This is an optimization exercise on Yosys and OpenROAD, whose aim is small area, not a production implementation. Function was checked by simulation only, so behaviour that the tests miss may differ from the original. Power is estimated from default activity; no workload was simulated. The clock port is modelled as an ideal driver; clocking choices that lean on that would not hold on a real chip.

==> flow/config.mk <==
export PLATFORM = sky130hd
export DESIGN_NAME = fetch_stage
export DESIGN_NICKNAME = fetch_stage
export VERILOG_FILES = /design/flow/design.v
export SDC_FILE = /design/flow/constraint.sdc
export NUM_CORES = 4
export LEC_CHECK = 0
export ABC_AREA = 1
export CAP_MARGIN = 20
export CORE_MARGIN = 2
export CORE_UTILIZATION = 60
export CTS_CLUSTER_DIAMETER = 100
export CTS_CLUSTER_SIZE = 30
export SLEW_MARGIN = 20
==> flow/constraint.sdc <==
create_clock -name core_clock -period 6.0 [get_ports {clk}]
set_input_delay 1.2000 -clock core_clock [delete_from_list [all_inputs] [get_ports {clk}]]
set_output_delay 1.2000 -clock core_clock [all_outputs]
set_load 0.01 [all_outputs]
==> flow/design.v <==
package fetch_pkg;
    typedef logic [32-1:0] addr_t;
    typedef enum logic {
        FETCH_IDLE,
        FETCH_WAIT
    } fetch_state_t;
    typedef enum logic [6:0] {
        OP_BRANCH = 7'b1100011,
        OP_JALR   = 7'b1100111,
        OP_JAL    = 7'b1101111
    } opcode_t;
    typedef struct packed {
        logic  valid;
        addr_t tag;
        addr_t target;
    } btb_entry_t;
endpackage
module fetch_stage (
    input  logic             clk,
    input  logic             rst,
    input  logic             redirect_valid,
    input  fetch_pkg::addr_t redirect_pc,
    output logic             icache_req_valid,
    output fetch_pkg::addr_t icache_req_addr,
    input  logic             icache_req_ready,
    input  logic             icache_resp_valid,
    input  fetch_pkg::addr_t icache_resp_data,
    output logic             inst_valid,
    output fetch_pkg::addr_t inst,
    output fetch_pkg::addr_t inst_pc,
    output logic             inst_pred_taken,
    output fetch_pkg::addr_t inst_pred_target,
    input  logic             inst_ready,
    input  logic             btb_update_valid,
    input  fetch_pkg::addr_t btb_update_pc,
    input  fetch_pkg::addr_t btb_update_target
);
    localparam int NB = 32;           
    localparam int BW = 60;           
    localparam int NR = 8;            
    localparam logic [2:0] S_REQ  = 3'd0;
    localparam logic [2:0] S_WAIT = 3'd1;
    localparam logic [2:0] S_PRED = 3'd2;
    localparam logic [2:0] S_RASS = 3'd3;    
    localparam logic [2:0] S_RASB = 3'd5;    
    localparam logic [2:0] S_BTB  = 3'd6;
    localparam logic [2:0] S_SHOW = 3'd4;
    logic [2:0]    state;
    logic [31:0]   pc;
    logic [31:0]   word;
    logic [31:0]   target;
    logic          taken_q;
    logic [4:0]    ph;
    logic [2:0]    top;
    logic [3:0]    count;
    logic [NB*BW-1:0] btb;
    logic [NR*32-1:0] ras;
    assign icache_req_valid = (state == S_REQ);
    assign icache_req_addr  = {pc[31:2], 2'b00};
    assign inst_valid       = (state == S_SHOW);
    assign inst             = word;
    assign inst_pc          = pc;
    assign inst_pred_taken  = taken_q;
    assign inst_pred_target = target;
    logic       is_branch, is_jal, is_jalr, is_jump;
    logic [4:0] rd, rs1;
    logic       rd_link, rs1_link, empty, use_ras;
    assign is_branch = (word[6:0] == 7'b1100011);
    assign is_jal    = (word[6:0] == 7'b1101111);
    assign is_jalr   = (word[6:0] == 7'b1100111);
    assign is_jump   = is_jal || is_jalr;
    assign rd        = word[11:7];
    assign rs1       = word[19:15];
    assign rd_link   = (rd == 5'd1) || (rd == 5'd5);
    assign rs1_link  = (rs1 == 5'd1) || (rs1 == 5'd5);
    assign empty     = (count == 4'd0);
    assign use_ras   = is_jalr && rs1_link && !empty;
    logic [30:0] addend;
    logic [31:0] sum;
    assign addend = (state == S_BTB && is_jal)
                    ? {{12{word[31]}}, word[19:12], word[20], word[30:21]}
                    : 31'd2;
    assign sum    = {pc[31:1] + addend, pc[0]};
    logic [BW-1:0] row0;
    logic          hit, taken;
    assign row0  = btb[BW-1:0];
    assign hit   = row0[BW-1] && (row0[58:32] == {pc[31:7], pc[1:0]});
    assign taken = is_jump || (is_branch && hit);
    logic ras_rd, btb_rd, ras_wr, ras_at_top;
    assign ras_at_top = (ph[2:0] == top);
    assign ras_rd = (state == S_PRED) && use_ras && ras_at_top;
    assign btb_rd = (state == S_BTB) && (ph == pc[6:2]);
    assign ras_wr = (state == S_RASS || state == S_RASB) && ras_at_top;
    logic r_push, r_pop, r_repl;
    assign r_pop  = is_jump && !rd_link && rs1_link;
    assign r_repl = is_jump && rd_link && rs1_link && (rd != rs1) && !empty;
    assign r_push = is_jump && rd_link && !r_repl;
    always_ff @(posedge clk) begin
        if (rst) begin
            state <= S_REQ;
            pc    <= 32'haaaaa000;
            count <= 4'd0;
            top   <= 3'd0;
            ph    <= 5'd0;
        end else begin
            ph <= ph + 5'd1;
            if (redirect_valid) begin
                state <= S_REQ;
                pc    <= redirect_pc;
                count <= 4'd0;
            end else begin
                case (state)
                    S_REQ:  if (icache_req_ready) state <= S_WAIT;
                    S_WAIT: if (icache_resp_valid) state <= S_PRED;
                    S_PRED: if (!use_ras || ras_at_top) begin
                        if (r_push) begin
                            top <= top + 3'd1;
                            if (count != 4'd8) count <= count + 4'd1;
                        end else if (r_pop && !empty) begin
                            top   <= top - 3'd1;
                            count <= count - 4'd1;
                        end
                        if (r_push || r_repl) begin
                            state <= use_ras ? S_RASS : S_RASB;
                        end else begin
                            state <= use_ras ? S_SHOW : S_BTB;
                        end
                    end
                    S_RASS: if (ras_at_top) state <= S_SHOW;
                    S_RASB: if (ras_at_top) state <= S_BTB;
                    S_BTB:  if (btb_rd) state <= S_SHOW;
                    S_SHOW: if (inst_ready) begin
                        state <= S_REQ;
                        pc    <= target;
                    end
                    default: state <= S_REQ;
                endcase
            end
        end
    end
    always_ff @(posedge clk) begin
        if (state == S_WAIT && icache_resp_valid) begin
            word <= icache_resp_data;
        end
        if (ras_rd) begin
            taken_q <= 1'b1;
            target  <= ras[31:0];
        end
        if (btb_rd) begin
            taken_q <= taken;
            if (taken && hit) begin
                target <= row0[31:0];
            end else begin
                target <= sum;
            end
        end
    end
    logic [4:0]    phn;
    logic [4:0]    wpos, kpos;
    logic [BW-1:0] wrow;
    logic [NB-1:0] wsel_n, keep_n;
    assign wpos = btb_update_pc[6:2] - ph - 5'd1;
    assign kpos = btb_update_pc[6:2] + phn;
    assign wrow = {1'b1, btb_update_pc[31:7], btb_update_pc[1:0], btb_update_target};
    always_ff @(posedge clk) begin
        if (rst) phn <= 5'h1f;
        else     phn <= phn - 5'd1;
    end
    always_comb begin
        for (int j = 0; j < NB; j++) begin
            wsel_n[j] = !(btb_update_valid && (wpos == 5'(j)));
            keep_n[j] = btb_update_valid && (kpos == 5'(j));
        end
    end
    always_ff @(posedge clk) begin
        for (int j = 0; j < NB; j++) begin
            btb[j*BW +: BW] <= ~(({BW{wsel_n[j]}} | ~(wrow ^ {BW{j[0]}}))
                                & ({BW{keep_n[j]}} | btb[((j+1)%NB)*BW +: BW]));
            if (rst) begin
                btb[j*BW+BW-1] <= j[0];
            end
        end
    end
    always_ff @(posedge clk) begin
        for (int j = 0; j < NR-1; j++) begin
            ras[j*32 +: 32] <= ras[(j+1)*32 +: 32];
        end
        if (ras_wr) begin
            ras[(NR-1)*32 +: 32] <= sum;
        end else begin
            ras[(NR-1)*32 +: 32] <= ras[31:0];
        end
    end
endmodule
==> flow/run.sh <==
#!/bin/bash
# synth_recipe.tcl (not shown) runs the flow's synth.tcl, then flattens the netlist and writes it again
# the make line also repeats each setting of config.mk as NAME=value (left out here)
make -C /OpenROAD-flow-scripts/flow DESIGN_CONFIG=/design/flow/config.mk WORK_HOME=/design/flow/orfs CLKGATE_MAP_FILE= SYNTH_SCRIPT=/design/flow/synth_recipe.tcl finish
==> impl_metrics.sql, run 1 <==
INSERT INTO impl_metrics (metric_group, metric, value, unit) VALUES
('run_status', 'outcome', 'complete, no violations', ''),
('route', 'initialDrtViolationCount', '5405', ''),
('floorplan', 'die-width', '340', 'um'),
('timing', 'tightestPinTransition', '1170', 'ps'),
('clock_network', 'clkTransAtPathRegs', '110', 'ps'),
('floorplan', 'die_h', '340', 'um'),
('worst_setup_path', 'r2r_end', 'target[24]', ''),
('logic_synthesis', 'post_synth_instance_area', '0.0676', 'mm2'),
('timing', 'post-route-period-util', '0.739', ''),
('pwr', 'internal-power', '27.3', 'mW'),
('timing', 'timing.final.hold_violations', '0', ''),
('placement', 'dp.final_hpwl', '127000', 'um'),
('run', 'maximum_capacitance_violations', '0', ''),
('route', 'drtAntennaViolNets', '0', ''),
('pwr', 'switchingPower', '9.44', 'mW'),
('worst_setup_path', 'crit_cells', '16', ''),
('pwr', 'cellLeakagePower', '28.6', 'nW'),
('logic_synthesis', 'ys.warnings.count', '1', ''),
('logic_synthesis', 'synth.top_cell.area_share', '0.660', ''),
('route', 'drtPass1Iterations', '6', ''),
('worst_setup_path', 'worstSetupEndpointType', 'register', ''),
('clock_network', 'cts_htree_levels', '3', ''),
('route', 'routed_wire_length', '214000', 'um'),
('timing', 'rsz_0062_raised_after_global_routing', 'no', ''),
('worst_setup_path', 'termination_of_the_worst_setup_path', 'target[24]', ''),
('worst_setup_path', 'timing.critical_path.arrival', '4920', 'ps'),
('pwr', 'ir_drop', '0.330', 'mV'),
('logic_synthesis', 'ys_ff_latch', '2293', ''),
('global_route', 'grt_first_pass_wirelength', '315000', 'um'),
('worst_setup_path', 'setup.worst_path.start_class', 'register', ''),
('clock_network', 'numClockSinks', '2293', ''),
('logic_synthesis', 'ys_seq_area_frac', '0.689', ''),
('worst_setup_path', 'cpMostUsedCell', 'sky130_fd_sc_hd__nand2_1', ''),
('layout', 'area_delta_synth_final', '8.31', '%'),
('timing', 'fmax', '225', 'MHz'),
('worst_setup_path', 'crit_type', 'reg -> reg', ''),
('logic_synthesis', 'synth.avg_cell_area', '11.0', 'um2'),
('clock_network', 'cts_tree', 'yes', ''),
('worst_setup_path', 'rr_worst_depth', '16', ''),
('timing', 'final-setup-viol-count', '0', ''),
('logic_synthesis', 'synth_enable_flop_cells', '65', ''),
('route', 'drt-vias-per-instance', '6.54', ''),
('layout', 'final_cell_count_no_fill', '7448', ''),
('global_route', 'grt_use_total', '0.363', ''),
('floorplan', 'site_rows', '123', ''),
('logic_synthesis', 'post_synth_num_cell_types', '50', ''),
('placement', 'placed_cell_count', '7343', ''),
('placement', 'place_congestion', '0.916', ''),
('clock_network', 'cts-root-buf', 'sky130_fd_sc_hd__clkbuf_16', ''),
('logic_synthesis', 'synth_largest_area_cell', 'sky130_fd_sc_hd__dfxtp_1', ''),
('pwr', 'pwr_density_cell', '502', 'mW/mm2'),
('timing', 'clock_skew', '34.3', 'ps'),
('global_route', 'first_global_vias', '45900', ''),
('pwr', 'seq_power_share', '0.652', ''),
('clock_network', 'cts-root-to-sink-buffers', '3', ''),
('floorplan', 'design.portCount', '266', ''),
('logic_synthesis', 'synth_async_sr_flop_share', '0', ''),
('layout', 'num-nets-final', '6105', ''),
('worst_setup_path', 'critical_path_buf_inv_count', '1', ''),
('route', 'drt-wirelength-per-cell', '28.8', 'um'),
('worst_setup_path', 'cp_slowest_cell', 'sky130_fd_sc_hd__xor2_1', ''),
('floorplan', 'floorplan.core_area', '0.112', 'mm2'),
('route', 'vias_after_detailed_routing', '48700', ''),
('worst_setup_path', 'timing.critical_path.fanout_max', '20', ''),
('clock_network', 'clkLatencyLatePin', '730', 'ps'),
('logic_synthesis', 'post_synth_inst_count', '6121', ''),
('clock_network', 'tritoncts.num_buffers', '87', ''),
('pwr', 'combPwrFrac', '0.149', ''),
('layout', 'finalCoreUtilization', '0.653', ''),
('clock_network', 'cts-hold-fix-buffers', '0', ''),
('pwr', 'swShare', '0.257', '');
## cell families after synthesis
| family | synth area share |
|---|---|
| compound gates | 0.195 |
| xor+xnor | 0.00713 |
| fa+ha+maj | 0.00740 |
| buf+inv | 0.0549 |
| flops | 0.689 |
| other cells | 0.0000555 |
| simple gates | 0.0470 |
## worst register-to-register path, stage by stage (launching register included)
cell and delay (ps):
sky130_fd_sc_hd__edfxtp_1 460, sky130_fd_sc_hd__nand3b_1 280, sky130_fd_sc_hd__nor2_1 400, sky130_fd_sc_hd__nand2_1 90, sky130_fd_sc_hd__buf_4 230, sky130_fd_sc_hd__nor2_1 170, sky130_fd_sc_hd__ha_1 260, sky130_fd_sc_hd__nand2_1 160
sky130_fd_sc_hd__nor2_1 160, sky130_fd_sc_hd__and3_1 270, sky130_fd_sc_hd__nand4_1 210, sky130_fd_sc_hd__nand3_1 210, sky130_fd_sc_hd__nand2_1 120, sky130_fd_sc_hd__nand2_1 130, sky130_fd_sc_hd__xor2_1 750, sky130_fd_sc_hd__and2_1 240
sky130_fd_sc_hd__o21ai_1 50
## per-layer routing
| metal | track usage | share of wire | up-vias |
|---|---|---|---|
| met3 | 0.0769 | 0.095 | 336 |
| met1 | 0.539 | 0.45 | 24400 |
| li1 | - | - | 21600 |
| met4 | 0.132 | 0.039 | 2 |
| met2 | 0.524 | 0.42 | 2358 |
| met5 | 0 | 0.000061 | - |
## power by group through the flow
| stage | logic (mW) | clock network (mW) | registers, mW |
|---|---|---|---|
| floorplan | 4.06 | 0 | 23.3 |
| CTS | 5.40 | 7.32 | 23.9 |
| global route | 6.02 | 7.86 | 24.5 |
| finish | 5.48 | 7.30 | 24.0 |
| global placement | 5.12 | 0 | 24.3 |
| detailed placement | 5.36 | 0 | 24.2 |
## synth_stat cells, types with 19 or more instances
master                     count
sky130_fd_sc_hd__clkbuf_1    404
sky130_fd_sc_hd__inv_1       231
sky130_fd_sc_hd__a21oi_1      39
sky130_fd_sc_hd__o21a_1       19
sky130_fd_sc_hd__ha_1         32
sky130_fd_sc_hd__o22ai_1    1902
sky130_fd_sc_hd__xor2_1       24
sky130_fd_sc_hd__nor2_1      175
sky130_fd_sc_hd__buf_2       200
sky130_fd_sc_hd__edfxtp_1     65
sky130_fd_sc_hd__nand2_1     407
sky130_fd_sc_hd__dfxtp_1    2228
sky130_fd_sc_hd__nand3_1      53
sky130_fd_sc_hd__nor2_2       19
sky130_fd_sc_hd__buf_4        37
sky130_fd_sc_hd__a31oi_1      23
sky130_fd_sc_hd__xnor2_1      31
sky130_fd_sc_hd__o21ai_0      85
## sequential cells by signal, summed over array words and instances (netlist names)
register  flops
btb        1920
top           3
target       32
ras         256
ph            5
pc           32
count         4
phn           5
state         3
taken_q       1
word         32
## metrics by stage
step                      instance area (um2)  power (mW)  setup WS [ps]  hold WS (ps)
final                                   73200        36.8           1560           325
after global routing                    73200        38.4           1230           334
after CTS                               73200        36.7           1640           329
after detailed placement                70800        29.5           1110           312
after global placement                  70800        29.4           1150           310
after floorplan                         67600        27.4           2080           310
## layout make-up
class	instances	area [um2]
timing repair buffer	369	3750
clock inverter	7	90.1
clock buffer	95	2280
inverter	237	890
sequential	2293	46600
fill	8863	39000
tap	1500	1880
antenna	2	5.00
multi-input combinational	2945	17800
## worst min path at each step
stage / cells after the start / startpoint / end
floorplan: 0 / ras[32] / ras[0]
global placement: 0 / ras[110] / ras[78]
detailed placement: 0 / ras[133] / ras[101]
CTS: 0 / ras[36] / ras[4]
global route: 0 / ras[76] / ras[44]
finish: 0 / ras[92] / ras[60]
==> run 2: changes to the inputs <==
==> flow/flow/run.sh (new file) <==
#!/bin/bash
# Standard layout with buf_1 port buffers and a clock tree without dummy loads.
# Each tool's output goes to a log of its own in this folder.
set -euo pipefail
bash standard.sh \
  BUFFER_PORTS_ARGS="-buffer_cell sky130_fd_sc_hd__buf_1" \
  CTS_ARGS="-sink_clustering_enable -repair_clock_nets -dont_use_dummy_load -sink_clustering_size 30 -sink_clustering_max_diameter 100" \
  finish > standard_make.log 2>&1
==> flow/standard.sh (new file) <==
#!/bin/bash
# synth_recipe.tcl (not shown) runs the flow's synth.tcl, then flattens the netlist and writes it again
# the make line also repeats each setting of config.mk as NAME=value (left out here)
make -C /OpenROAD-flow-scripts/flow DESIGN_CONFIG=/design/flow/config.mk WORK_HOME=/design/flow/orfs CLKGATE_MAP_FILE= SYNTH_SCRIPT=/design/flow/synth_recipe.tcl "${@:-finish}"
removed: flow/run.sh
==> run 2 against run 1 <==
Net effect: worst hold slack worse by 27 ps; critical endpoint unchanged; register-to-register slack worse by 50 ps; cell count is 0.17% lower; clock skew is 28 ps higher; die area stayed put; highest routed layer is now met4; combinational power is 2% lower.
==> impl_metrics.sql, run 2 <==
INSERT INTO impl_metrics (metric_group, metric, value, unit) VALUES
('worst_setup_path', 'crit_type', 'reg -> reg', ''),
('floorplan', 'die-width', '340', 'um'),
('route', 'vias_after_detailed_routing', '49100', ''),
('logic_synthesis', 'ys_ff_latch', '2293', ''),
('global_route', 'grt_first_pass_wirelength', '319000', 'um'),
('timing', 'clock_skew', '62.1', 'ps'),
('layout', 'area_delta_synth_final', '5.55', '%'),
('clock_network', 'clkTransAtPathRegs', '110', 'ps'),
('logic_synthesis', 'post_synth_num_cell_types', '50', ''),
('route', 'drt-vias-per-instance', '6.61', ''),
('clock_network', 'numClockSinks', '2293', ''),
('timing', 'final-setup-viol-count', '0', ''),
('floorplan', 'initial_utilization', '0.603', ''),
('placement', 'dp.final_hpwl', '120000', 'um'),
('timing', 'post-route-period-util', '0.747', ''),
('logic_synthesis', 'synth_ff_type', 'sky130_fd_sc_hd__dfxtp_1', ''),
('logic_synthesis', 'synth_enable_flop_cells', '65', ''),
('timing', 'tns', '0', 'ps'),
('route', 'drc', '0', ''),
('worst_setup_path', 'timing.critical_path.fanout_max', '12', ''),
('min_path', 'min-delay-path-class', 'reg -> reg', ''),
('clock_network', 'cts-hold-fix-buffers', '0', ''),
('layout', 'layout.cells.most_common_list', 'sky130_fd_sc_hd__dfxtp_1, sky130_fd_sc_hd__o22ai_1, sky130_fd_sc_hd__nand2_1', ''),
('logic_synthesis', 'synthMostInstantiatedCell', 'sky130_fd_sc_hd__dfxtp_1', ''),
('worst_setup_path', 'setup.worst_path.start_class', 'register', ''),
('timing', 'timing.final.hold_violations', '0', ''),
('layout', 'num-nets-final', '6106', ''),
('layout', 'layout_cells_sized_above_1', '0.0511', ''),
('clock_network', 'cts-root-buf', 'sky130_fd_sc_hd__clkbuf_16', ''),
('pwr', 'ir_drop', '0.355', 'mV'),
('worst_setup_path', 'timing.critical_path.arrival', '4970', 'ps'),
('floorplan', 'site_rows', '123', ''),
('layout', 'num-fill-cells', '9136', ''),
('timing', 'rsz_0062_raised_after_global_routing', 'no', ''),
('clock_network', 'postCtsSetupRepairBufs', '0', ''),
('global_route', 'globalRoute.totalOverflow', '0', ''),
('clock_network', 'post_cts_resized', '0', ''),
('global_route', 'first_global_vias', '46000', ''),
('clock_network', 'tritoncts.num_buffers', '87', ''),
('logic_synthesis', 'post_synth_inst_count', '6121', ''),
('floorplan', 'die_h', '340', 'um'),
('layout', 'largestRegisters', 'btb (1920), ras (256)', ''),
('layout', 'finalCoreUtilization', '0.636', ''),
('clock_network', 'cts-root-to-sink-buffers', '3', ''),
('worst_setup_path', 'critical_path.cell_chain', 'nand3b_1 > nor2_1 > nand2_1 > buf_4 > nor2_1 > ha_1 > a21oi_1 > o21ai_0 > nand2_1 > nand2_1 > nand2_1 > nand3_1 > nand2_1 > nand2_1 > xor2_1 > and2_1 > o21ai_1', ''),
('timing', 'max_slew_headroom_at_the_worst_pin', '0.210', ''),
('route', 'drtAntennaViolNets', '0', ''),
('worst_setup_path', 'cpMostUsedCell', 'sky130_fd_sc_hd__nand2_1', ''),
('logic_synthesis', 'post_synth_instance_area', '0.0676', 'mm2'),
('floorplan', 'floorplan.core_area', '0.112', 'mm2'),
('route', 'drtPass1Iterations', '6', ''),
('layout', 'seq_area', '0.0466', 'mm2'),
('global_route', 'maximum_number_of_pins_on_one_net_before_global_route_repair', '61', ''),
('global_route', 'initial_antenna_violation_count', '3', ''),
('run_status', 'outcome', 'complete, no violations', ''),
('layout', 'flip_flop_count_of_the_largest_register_all_copies_and_words_added', '1920', ''),
('route', 'initialDrtViolationCount', '5483', ''),
('timing', 'period_needed', '4480', 'ps'),
('pwr', 'cellLeakagePower', '27.8', 'nW'),
('timing', 'hold-worst-slack', '298', 'ps'),
('logic_synthesis', 'synthTopCellsByArea', 'sky130_fd_sc_hd__dfxtp_1, sky130_fd_sc_hd__o22ai_1, sky130_fd_sc_hd__edfxtp_1, sky130_fd_sc_hd__nand2_1, sky130_fd_sc_hd__clkbuf_1', ''),
('global_route', 'grt_use_total', '0.369', ''),
('worst_setup_path', 'crit_required', '6480', 'ps'),
('worst_setup_path', 'worstSetupEndpointType', 'register', ''),
('clock_network', 'cts_htree_levels', '3', ''),
('route', 'routed_wire_length', '219000', 'um'),
('logic_synthesis', 'synth_top_cells_by_count', 'sky130_fd_sc_hd__dfxtp_1, sky130_fd_sc_hd__o22ai_1, sky130_fd_sc_hd__nand2_1', ''),
('run', 'maximum_capacitance_violations', '0', ''),
('worst_setup_path', 'critical-path-max-stage-delay', '670', 'ps'),
('route', 'drt-wirelength-per-cell', '29.4', 'um'),
('floorplan', 'design.portCount', '266', ''),
('clock_network', 'cts_tree', 'yes', ''),
('layout', 'multi_input_comb_area', '0.0178', 'mm2'),
('logic_synthesis', 'synth_largest_area_cell', 'sky130_fd_sc_hd__dfxtp_1', ''),
('placement', 'port_buffers', '263', ''),
('logic_synthesis', 'ys_seq_area_frac', '0.689', ''),
('logic_synthesis', 'synth.avg_cell_area', '11.0', 'um2'),
('timing', 'fmax', '223', 'MHz'),
('logic_synthesis', 'synth_async_sr_flop_share', '0', ''),
('placement', 'place_congestion', '0.920', ''),
('layout', 'regMostFlops', 'btb', ''),
('floorplan', 'design.die.area', '0.115', 'mm2'),
('logic_synthesis', 'ys.warnings.count', '1', ''),
('pwr', 'pwr_density_cell', '509', 'mW/mm2'),
('clock_network', 'clkLatencyLatePin', '730', 'ps'),
('timing', 'drv_slew', '0', ''),
('layout', 'layout_commonest_cell', 'sky130_fd_sc_hd__dfxtp_1', ''),
('logic_synthesis', 'synth.top_cell.area_share', '0.660', ''),
('worst_setup_path', 'cp_slowest_cell', 'sky130_fd_sc_hd__xor2_1', ''),
('timing', 'tightestPinTransition', '1180', 'ps');
==> run 2: path summary, 6_finish.rpt <==
| path | start | end | slack (ps) | depth (start not counted) |
|---|---|---|---|---|
| hold / removal | ras[221] | ras[189] | 300 | 0 |
| setup / recovery | word[4] | target[24] | 1520 | 17 |
| setup reg to reg | word[4] | target[24] | 1520 | 17 |
| hold reg to reg | ras[221] | ras[189] | 300 | 0 |
==> run 2: per-stage QoR <==
| stage | power [mW] | area [um2] | cells | worst slack [ps] |
|---|---|---|---|---|
| 6_report | 36.3 | 71400 | 7435 | 1520 |
| 5_1_grt | 37.9 | 71400 | 7433 | 1350 |
| 4_1_cts | 36.2 | 71300 | 7428 | 1700 |
| 3_5_place_dp | 29.3 | 69100 | 7341 | 1170 |
| 3_3_place_gp | 29.2 | 69100 | 7341 | 1200 |
| 2_1_floorplan | 27.4 | 67600 | 6122 | 2080 |
==> run 2: report_power, final <==
group / total [mW] / internal, mW / switching [mW]
combinational: 5.36 / 2.73 / 2.62
clock: 7.07 / 2.63 / 4.45
sequential: 23.9 / 21.7 / 2.16
total: 36.3 / 27.1 / 9.24
==> run 2: layer usage <==
layer  global-route usage  vias to the layer above  part of all wire
met2                0.538                     2457              0.42
met1                0.553                    24700              0.45
met5                    0                        -                 0
li1                     -                    21600                 -
met3               0.0716                      353             0.095
met4                0.117                        0             0.035
==> run 2: area by class of cell <==
type / instances / area share
flip-flops and latches: 2293 / 0.652
multi-input cells: 2945 / 0.249
clock buffers: 87 / 0.0305
repair buffers: 370 / 0.0289
well taps: 1500 / 0.0263
inverters: 237 / 0.0125
diodes: 3 / 0.000105
==> run 2: logic make-up (layout without fill, tap and decap cells) <==
| group | after synthesis | in the layout | share of synthesized area |
|---|---|---|---|
| DFF | 2293 | 2293 | 0.689 |
| AOI/OAI and AO/OA | 2119 | 2119 | 0.195 |
| buffers and inverters | 884 | 694 | 0.0549 |
| and+or+nand+nor | 732 | 732 | 0.0470 |
| xor gates and xnor gates | 55 | 55 | 0.00713 |
| adders and majority gates | 37 | 37 | 0.00740 |
| other | 1 | 5 | 0.0000555 |
==> run 2: critical path: cells and delay by family, from the launching register on <==
family / cells / cell delay, ps
simple gates: 11 / 2060
xor+xnor: 1 / 670
flops: 1 / 460
compound gates: 3 / 450
buf+inv: 1 / 320
fa+ha+maj: 1 / 300
==> run 3: changes to the inputs <==
--- a/flow/config.mk
+++ b/flow/config.mk
@@ -13,2 +13,3 @@
 export CTS_CLUSTER_SIZE = 30
+export GPL_TIMING_DRIVEN = 0
 export SLEW_MARGIN = 20
==> run 3 against run 2 <==
Net effect: via count is 2.1% higher; clock skew is 19 ps higher; global-route usage is 0.28 points lower; non-clock buffer count is 500 higher; die area stayed put; worst hold slack better by 20 ps; largest power group unchanged; critical path depth stayed put; sequential share of layout area is 1.3 points lower.
==> impl_metrics.sql, run 3 <==
INSERT INTO impl_metrics (metric_group, metric, value, unit) VALUES
('floorplan', 'initial_utilization', '0.603', ''),
('timing', 'tightestPinTransition', '1320', 'ps'),
('worst_setup_path', 'worst_setup_path_startpoint', 'word[1]', ''),
('clock_network', 'clkTransAtPathRegs', '100', 'ps'),
('layout', 'regMostFlops', 'btb', ''),
('clock_network', 'postCtsSetupRepairBufs', '0', ''),
('layout', 'layout.cells.most_common_list', 'sky130_fd_sc_hd__dfxtp_1, sky130_fd_sc_hd__o22ai_1, sky130_fd_sc_hd__nand2_1', ''),
('pwr', 'cellLeakagePower', '28.6', 'nW'),
('route', 'drt-vias-per-instance', '6.29', ''),
('layout', 'flip_flop_count_of_the_largest_register_all_copies_and_words_added', '1920', ''),
('route', 'drtAntennaViolNets', '0', ''),
('pwr', 'pwr_density_cell', '504', 'mW/mm2'),
('layout', 'seq_area', '0.0466', 'mm2'),
('pwr', 'ir_drop', '0.359', 'mV'),
('run_status', 'outcome', 'complete, no violations', ''),
('route', 'routed_wire_length', '219000', 'um'),
('floorplan', 'site_rows', '123', ''),
('global_route', 'maximum_number_of_pins_on_one_net_before_global_route_repair', '31', ''),
('worst_setup_path', 'rr_worst_depth', '17', ''),
('floorplan', 'die_h', '340', 'um'),
('logic_synthesis', 'synth_enable_flop_cells', '65', ''),
('timing', 'drv_slew', '0', ''),
('logic_synthesis', 'ys_seq_area_frac', '0.689', ''),
('worst_setup_path', 'timing.critical_path.arrival', '5150', 'ps'),
('clock_network', 'cts_htree_levels', '3', ''),
('pwr', 'fin_total_pwr', '36.7', 'mW'),
('worst_setup_path', 'termination_of_the_worst_setup_path', 'target[24]', ''),
('worst_setup_path', 'setup.worst_path.start_class', 'register', ''),
('logic_synthesis', 'synthTopCellsByArea', 'sky130_fd_sc_hd__dfxtp_1, sky130_fd_sc_hd__o22ai_1, sky130_fd_sc_hd__edfxtp_1, sky130_fd_sc_hd__nand2_1, sky130_fd_sc_hd__clkbuf_1', ''),
('layout', 'final_design_area_no_fill', '0.0729', 'mm2'),
('clock_network', 'cts-root-to-sink-buffers', '3', ''),
('layout', 'layout_cells_sized_above_1', '0.0655', ''),
('worst_setup_path', 'worstSetupEndpointType', 'register', ''),
('layout', 'finalCoreUtilization', '0.649', ''),
('worst_setup_path', 'crit_required', '6410', 'ps'),
('timing', 'clock_skew', '80.8', 'ps'),
('global_route', 'grt_first_pass_wirelength', '312000', 'um'),
('floorplan', 'design.die.area', '0.115', 'mm2'),
('layout', 'multi_input_comb_area', '0.0174', 'mm2'),
('floorplan', 'floorplan.core_area', '0.112', 'mm2'),
('worst_setup_path', 'r2r_end', 'target[24]', ''),
('worst_setup_path', 'r2r_slack', '1260', 'ps'),
('clock_network', 'tritoncts.num_buffers', '87', ''),
('logic_synthesis', 'synth.avg_cell_area', '11.0', 'um2'),
('placement', 'dpl_cell_area', '0.0706', 'mm2'),
('route', 'drtPass1Iterations', '8', ''),
('timing', 'period_needed', '4740', 'ps'),
('timing', 'post-route-period-util', '0.790', ''),
('logic_synthesis', 'ys.warnings.count', '1', ''),
('clock_network', 'clkLatencyLatePin', '740', 'ps'),
('floorplan', 'design.portCount', '266', ''),
('route', 'vias_after_detailed_routing', '50200', ''),
('worst_setup_path', 'crit_type', 'reg -> reg', ''),
('logic_synthesis', 'ys_ff_latch', '2293', ''),
('clock_network', 'numClockSinks', '2293', ''),
('global_route', 'grt_use_total', '0.366', ''),
('timing', 'max_slew_headroom_at_the_worst_pin', '0.120', ''),
('clock_network', 'cts_tree', 'yes', ''),
('clock_network', 'cts-hold-fix-buffers', '0', ''),
('timing', 'fmax', '211', 'MHz'),
('logic_synthesis', 'synth_largest_area_cell', 'sky130_fd_sc_hd__dfxtp_1', ''),
('layout', 'area_delta_synth_final', '7.78', '%'),
('logic_synthesis', 'post_synth_instance_area', '0.0676', 'mm2'),
('floorplan', 'die-width', '340', 'um'),
('logic_synthesis', 'synth.top_cell.area_share', '0.660', ''),
('logic_synthesis', 'synth_top_cells_by_count', 'sky130_fd_sc_hd__dfxtp_1, sky130_fd_sc_hd__o22ai_1, sky130_fd_sc_hd__nand2_1', ''),
('timing', 'rsz_0062_raised_after_global_routing', 'no', ''),
('layout', 'num-nets-final', '6606', ''),
('logic_synthesis', 'post_synth_inst_count', '6121', ''),
('logic_synthesis', 'post_synth_num_cell_types', '50', ''),
('layout', 'largestRegisters', 'btb (1920), ras (256)', ''),
('timing', 'timing.final.hold_violations', '0', ''),
('run', 'maximum_capacitance_violations', '0', ''),
('worst_setup_path', 'timing.critical_path.fanout_max', '10', ''),
('worst_setup_path', 'rr_startpoint', 'word[1]', ''),
('placement', 'port_buffers', '202', ''),
('logic_synthesis', 'synth_async_sr_flop_share', '0', ''),
('clock_network', 'post_cts_resized', '0', ''),
('timing', 'hold-worst-slack', '319', 'ps'),
('timing', 'tns', '0', 'ps'),
('layout', 'layout_commonest_cell', 'sky130_fd_sc_hd__dfxtp_1', ''),
('clock_network', 'cts-root-buf', 'sky130_fd_sc_hd__clkbuf_16', ''),
('global_route', 'globalRoute.totalOverflow', '0', ''),
('layout', 'num-fill-cells', '9144', ''),
('placement', 'dp.final_hpwl', '150000', 'um'),
('route', 'initialDrtViolationCount', '6215', ''),
('route', 'drt-wirelength-per-cell', '27.4', 'um'),
('route', 'drc', '0', ''),
('min_path', 'min-delay-path-class', 'reg -> reg', ''),
('global_route', 'initial_antenna_violation_count', '33', ''),
('timing', 'final-setup-viol-count', '0', ''),
('logic_synthesis', 'synthMostInstantiatedCell', 'sky130_fd_sc_hd__dfxtp_1', ''),
('logic_synthesis', 'synth_ff_type', 'sky130_fd_sc_hd__dfxtp_1', ''),
('placement', 'place_congestion', '0.941', ''),
('global_route', 'first_global_vias', '45600', '');
[run 3: cells by family (layout without fill, tap and decap cells)]
| logic type | after synthesis | after routing | synth area share |
|---|---|---|---|
| flip-flops | 2293 | 2293 | 0.689 |
| XOR/XNOR | 55 | 55 | 0.00713 |
| buffers and inverters | 884 | 1194 | 0.0549 |
| other | 1 | 42 | 0.0000555 |
| AO/OA/AOI/OAI | 2119 | 2119 | 0.195 |
| AND/OR/NAND/NOR | 732 | 732 | 0.0470 |
| adder cells (fa/ha/maj) | 37 | 37 | 0.00740 |
[run 3: per-layer routing]
layer,wire [um],GRT usage
met1,93500,0.528
met2,91300,0.520
met3,22400,0.0857
met4,11200,0.173
met5,192,0
[run 3: area by class of cell]
| type | count | area share |
|---|---|---|
| diodes | 40 | 0.00137 |
| plain buffers | 647 | 0.0388 |
| clock buffers | 87 | 0.0299 |
| inverters | 237 | 0.0122 |
| multi-input cells | 2945 | 0.239 |
| flip-flops and latches | 2293 | 0.639 |
| well taps | 1500 | 0.0258 |
| repair buffers | 223 | 0.0141 |
[run 3: worst max-delay path, stage by stage (launching register included)]
cell	delay, ps
sky130_fd_sc_hd__edfxtp_1	390
sky130_fd_sc_hd__nand2_1	270
sky130_fd_sc_hd__nor2_1	190
sky130_fd_sc_hd__nand2_1	160
sky130_fd_sc_hd__clkbuf_1	520
sky130_fd_sc_hd__clkbuf_1	420
sky130_fd_sc_hd__nor2_1	120
sky130_fd_sc_hd__ha_1	380
sky130_fd_sc_hd__nand2_1	130
sky130_fd_sc_hd__nor2_1	180
sky130_fd_sc_hd__and3_1	290
sky130_fd_sc_hd__nand4_1	210
sky130_fd_sc_hd__nand3_1	220
sky130_fd_sc_hd__nand2_1	130
sky130_fd_sc_hd__nand2_1	140
sky130_fd_sc_hd__xor2_1	430
sky130_fd_sc_hd__and2_1	200
sky130_fd_sc_hd__o21ai_1	70
[run 3: worst min path at each step]
stage          startpoint  endpoint  slack, ps  cells past startpoint
2_1_floorplan     ras[32]    ras[0]        310                      0
3_5_place_dp     ras[137]  ras[105]        310                      0
4_1_cts           ras[51]   ras[19]        320                      0
6_report          ras[51]   ras[19]        320                      0
3_3_place_gp      ras[80]   ras[48]        310                      0
5_1_grt          ras[158]  ras[126]        330                      0
[run 3: stage by stage]
stage / instances / worst slack (ps)
finish: 7972 / 1260
global route: 7936 / 1070
CTS: 7930 / 1490
detailed placement: 7843 / 1250
global placement: 7824 / 443
floorplan: 6122 / 2080
[run 3: report_power, final]
part | switching (mW) | internal, mW | leakage (nW)
clock network | 4.42 | 2.62 | 1.07
logic | 2.84 | 2.77 | 7.96
registers | 2.36 | 21.7 | 19.5
total | 9.61 | 27.1 | 28.6
==> run 4: changes to the inputs <==
--- a/flow/config.mk
+++ b/flow/config.mk
@@ -10,6 +10,5 @@
 export CORE_MARGIN = 2
-export CORE_UTILIZATION = 60
+export CORE_UTILIZATION = 72
 export CTS_CLUSTER_DIAMETER = 100
 export CTS_CLUSTER_SIZE = 30
-export GPL_TIMING_DRIVEN = 0
 export SLEW_MARGIN = 20
==> run 4 against run 3 <==
Net effect: non-clock buffer count fell by 503; largest cell class unchanged; synthesized area did not move; critical path depth rose by 4; critical path type unchanged; still clean on timing, DRC and antenna; sequential share of layout area rose by 1.7 points; synthesized cell count did not move.
==> impl_metrics.sql, run 4 <==
INSERT INTO impl_metrics (metric_group, metric, value, unit) VALUES
('layout', 'flip_flop_count_of_the_largest_register_all_copies_and_words_added', '1920', ''),
('min_path', 'worst_hold_startpoint', 'ras[57]', ''),
('floorplan', 'die-width', '310', 'um'),
('timing', 'tightestPinTransition', '1190', 'ps'),
('logic_synthesis', 'synth_ff_type', 'sky130_fd_sc_hd__dfxtp_1', ''),
('clock_network', 'cts_htree_levels', '3', ''),
('layout', 'final_cell_count_no_fill', '7196', ''),
('worst_setup_path', 'crit_type', 'reg -> reg', ''),
('timing', 'timing.final.hold_violations', '0', ''),
('route', 'drt-wirelength-per-cell', '28.4', 'um'),
('route', 'drt-vias-per-instance', '6.90', ''),
('placement', 'dpl_cell_area', '0.0687', 'mm2'),
('logic_synthesis', 'synth_largest_area_cell', 'sky130_fd_sc_hd__dfxtp_1', ''),
('pwr', 'switchingPower', '9.28', 'mW'),
('placement', 'placed_cell_count', '7095', ''),
('worst_setup_path', 'worstSetupEndpointType', 'register', ''),
('floorplan', 'die_h', '310', 'um'),
('layout', 'largestRegisters', 'btb (1920), ras (256)', ''),
('logic_synthesis', 'post_synth_instance_area', '0.0676', 'mm2'),
('pwr', 'combPwrFrac', '0.148', ''),
('route', 'vias_after_detailed_routing', '49700', ''),
('layout', 'layout_commonest_cell', 'sky130_fd_sc_hd__dfxtp_1', ''),
('timing', 'rsz_0062_raised_after_global_routing', 'no', ''),
('run_status', 'outcome', 'complete, no violations', ''),
('worst_setup_path', 'setup.worst_path.start_class', 'register', ''),
('timing', 'drv_slew', '0', ''),
('floorplan', 'design.portCount', '266', ''),
('worst_setup_path', 'worst_path_dominant_cell_family', 'simple AND/OR/NAND/NOR gates', ''),
('logic_synthesis', 'synth.avg_cell_area', '11.0', 'um2'),
('route', 'initialDrtViolationCount', '6332', ''),
('logic_synthesis', 'ys.warnings.count', '1', ''),
('worst_setup_path', 'rr_startpoint', 'word[4]', ''),
('worst_setup_path', 'critical_path_buf_inv_count', '0', ''),
('floorplan', 'initial_utilization', '0.725', ''),
('route', 'drc', '0', ''),
('min_path', 'worst_hold_path.num_cells', '0', ''),
('pwr', 'fin_total_pwr', '36.3', 'mW'),
('layout', 'layout_cells_sized_above_1', '0.0504', ''),
('global_route', 'initial_antenna_violation_count', '17', ''),
('layout', 'area_delta_synth_final', '4.95', '%'),
('timing', 'fmax', '212', 'MHz'),
('timing', 'hold-worst-slack', '318', 'ps'),
('timing', 'clock_skew', '46.8', 'ps'),
('layout', 'num-nets-final', '6102', ''),
('logic_synthesis', 'synth.top_cell.area_share', '0.660', ''),
('run', 'maximum_capacitance_violations', '0', ''),
('floorplan', 'site_rows', '112', ''),
('clock_network', 'postCtsSetupRepairBufs', '0', ''),
('worst_setup_path', 'rr_worst_depth', '21', ''),
('timing', 'final-setup-viol-count', '0', ''),
('clock_network', 'post_cts_resized', '0', ''),
('timing', 'tns', '0', 'ps'),
('placement', 'port_buffers', '263', ''),
('worst_setup_path', 'worst_setup_path_startpoint', 'word[4]', ''),
('layout', 'regMostFlops', 'btb', ''),
('min_path', 'min-delay-path-class', 'reg -> reg', ''),
('worst_setup_path', 'cp_slowest_cell', 'sky130_fd_sc_hd__fa_1', ''),
('worst_setup_path', 'timing.critical_path.arrival', '5180', 'ps'),
('route', 'drtPass1Iterations', '6', ''),
('layout', 'finalCoreUtilization', '0.761', ''),
('logic_synthesis', 'synth_enable_flop_cells', '65', ''),
('logic_synthesis', 'post_synth_num_cell_types', '50', ''),
('clock_network', 'cts_tree', 'yes', ''),
('placement', 'place_congestion', '0.946', ''),
('clock_network', 'clkLatencyLatePin', '720', 'ps'),
('logic_synthesis', 'synth_top_cells_by_count', 'sky130_fd_sc_hd__dfxtp_1, sky130_fd_sc_hd__o22ai_1, sky130_fd_sc_hd__nand2_1', ''),
('clock_network', 'cts-hold-fix-buffers', '0', ''),
('global_route', 'grt_use_total', '0.413', ''),
('timing', 'max_slew_headroom_at_the_worst_pin', '0.209', ''),
('floorplan', 'floorplan.core_area', '0.0932', 'mm2'),
('clock_network', 'clkTransAtPathRegs', '120', 'ps');
[run 4: worst max-delay path by stage]
stage,to,slack (ps)
after floorplan,word[0],2080
after detailed placement,btb[1869],1470
after global routing,target[29],1070
after global placement,btb[1568],1550
final,target[29],1280
after CTS,target[29],1480
[run 4: cell families after synthesis]
group                      after synthesis  share of synthesized area
other                                    1                  0.0000555
and+or+nand+nor                        732                     0.0470
DFF                                   2293                      0.689
AOI/OAI and AO/OA                     2119                      0.195
buffers and inverters                  884                     0.0549
xor gates and xnor gates                55                    0.00713
adders and majority gates               37                    0.00740
[run 4: power by group through the flow]
stage	Clock (mW)	Combinational (mW)	Sequential, mW
after floorplan	0	4.06	23.3
after global placement	0	4.88	24.1
after detailed placement	0	5.20	24.1
after CTS	6.90	5.27	23.9
after global routing	7.42	5.87	24.5
final	6.96	5.38	24.0
[run 4: cell type report]
type | count | area [um2] | area share
multi-input cells | 2945 | 17800 | 0.250
repair buffers | 367 | 1990 | 0.0280
well taps | 1254 | 1570 | 0.0221
clock buffers | 86 | 2150 | 0.0303
inverters | 237 | 890 | 0.0125
diodes | 14 | 35.0 | 0.000494
flip-flops and latches | 2293 | 46600 | 0.656
[run 4: layer usage]
layer | vias to the layer above | wire, um | global-route usage | part of all wire
met3 | 513 | 23400 | 0.0977 | 0.11
met1 | 24500 | 82500 | 0.582 | 0.40
met4 | 6 | 10900 | 0.212 | 0.053
met2 | 3076 | 87300 | 0.597 | 0.43
met5 | - | 82 | 0.00607 | 0.00040
li1 | 21600 | - | - | -

what the ideal ports hide:
The results above use ideal ports. As a check the final layouts listed here were re-extracted and re-timed, cells and wires unchanged.
Step 1 (the two cells are an assumption about what drives the block):
set clk [get_ports {clk}]
set_driving_cell -lib_cell sky130_fd_sc_hd__clkbuf_16 $clk
set_driving_cell -lib_cell sky130_fd_sc_hd__buf_2 [delete_from_list [all_inputs] $clk]
Step 2 also shifts input and output timing later by t, the mid clock arrival at the registers, as if the neighbouring blocks saw the same clock.
Slacks: ideal ports / drivers / drivers and shift; pairs: ideal ports / drivers.
| run | t (ns) | setup WS [ns] | hold WS [ns] |
|---|---|---|---|
| run 1 | 0.790 | 1.563 / 1.563 / 1.044 | 0.325 / 0.325 / 0.325 |
| run 2 | 0.773 | 1.516 / 1.516 / 1.147 | 0.298 / 0.298 / 0.298 |
| run 3 | 0.782 | 1.263 / 1.263 / 1.097 | 0.319 / 0.319 / 0.319 |
| run 4 | 0.768 | 1.283 / 1.283 / 1.253 | 0.318 / 0.318 / 0.318 |
After both steps setup and hold are still met in every run listed. For run 1, which loses most, drivers alone change the setup slack by 0.000 ns; drivers and shift together by -0.519 ns.
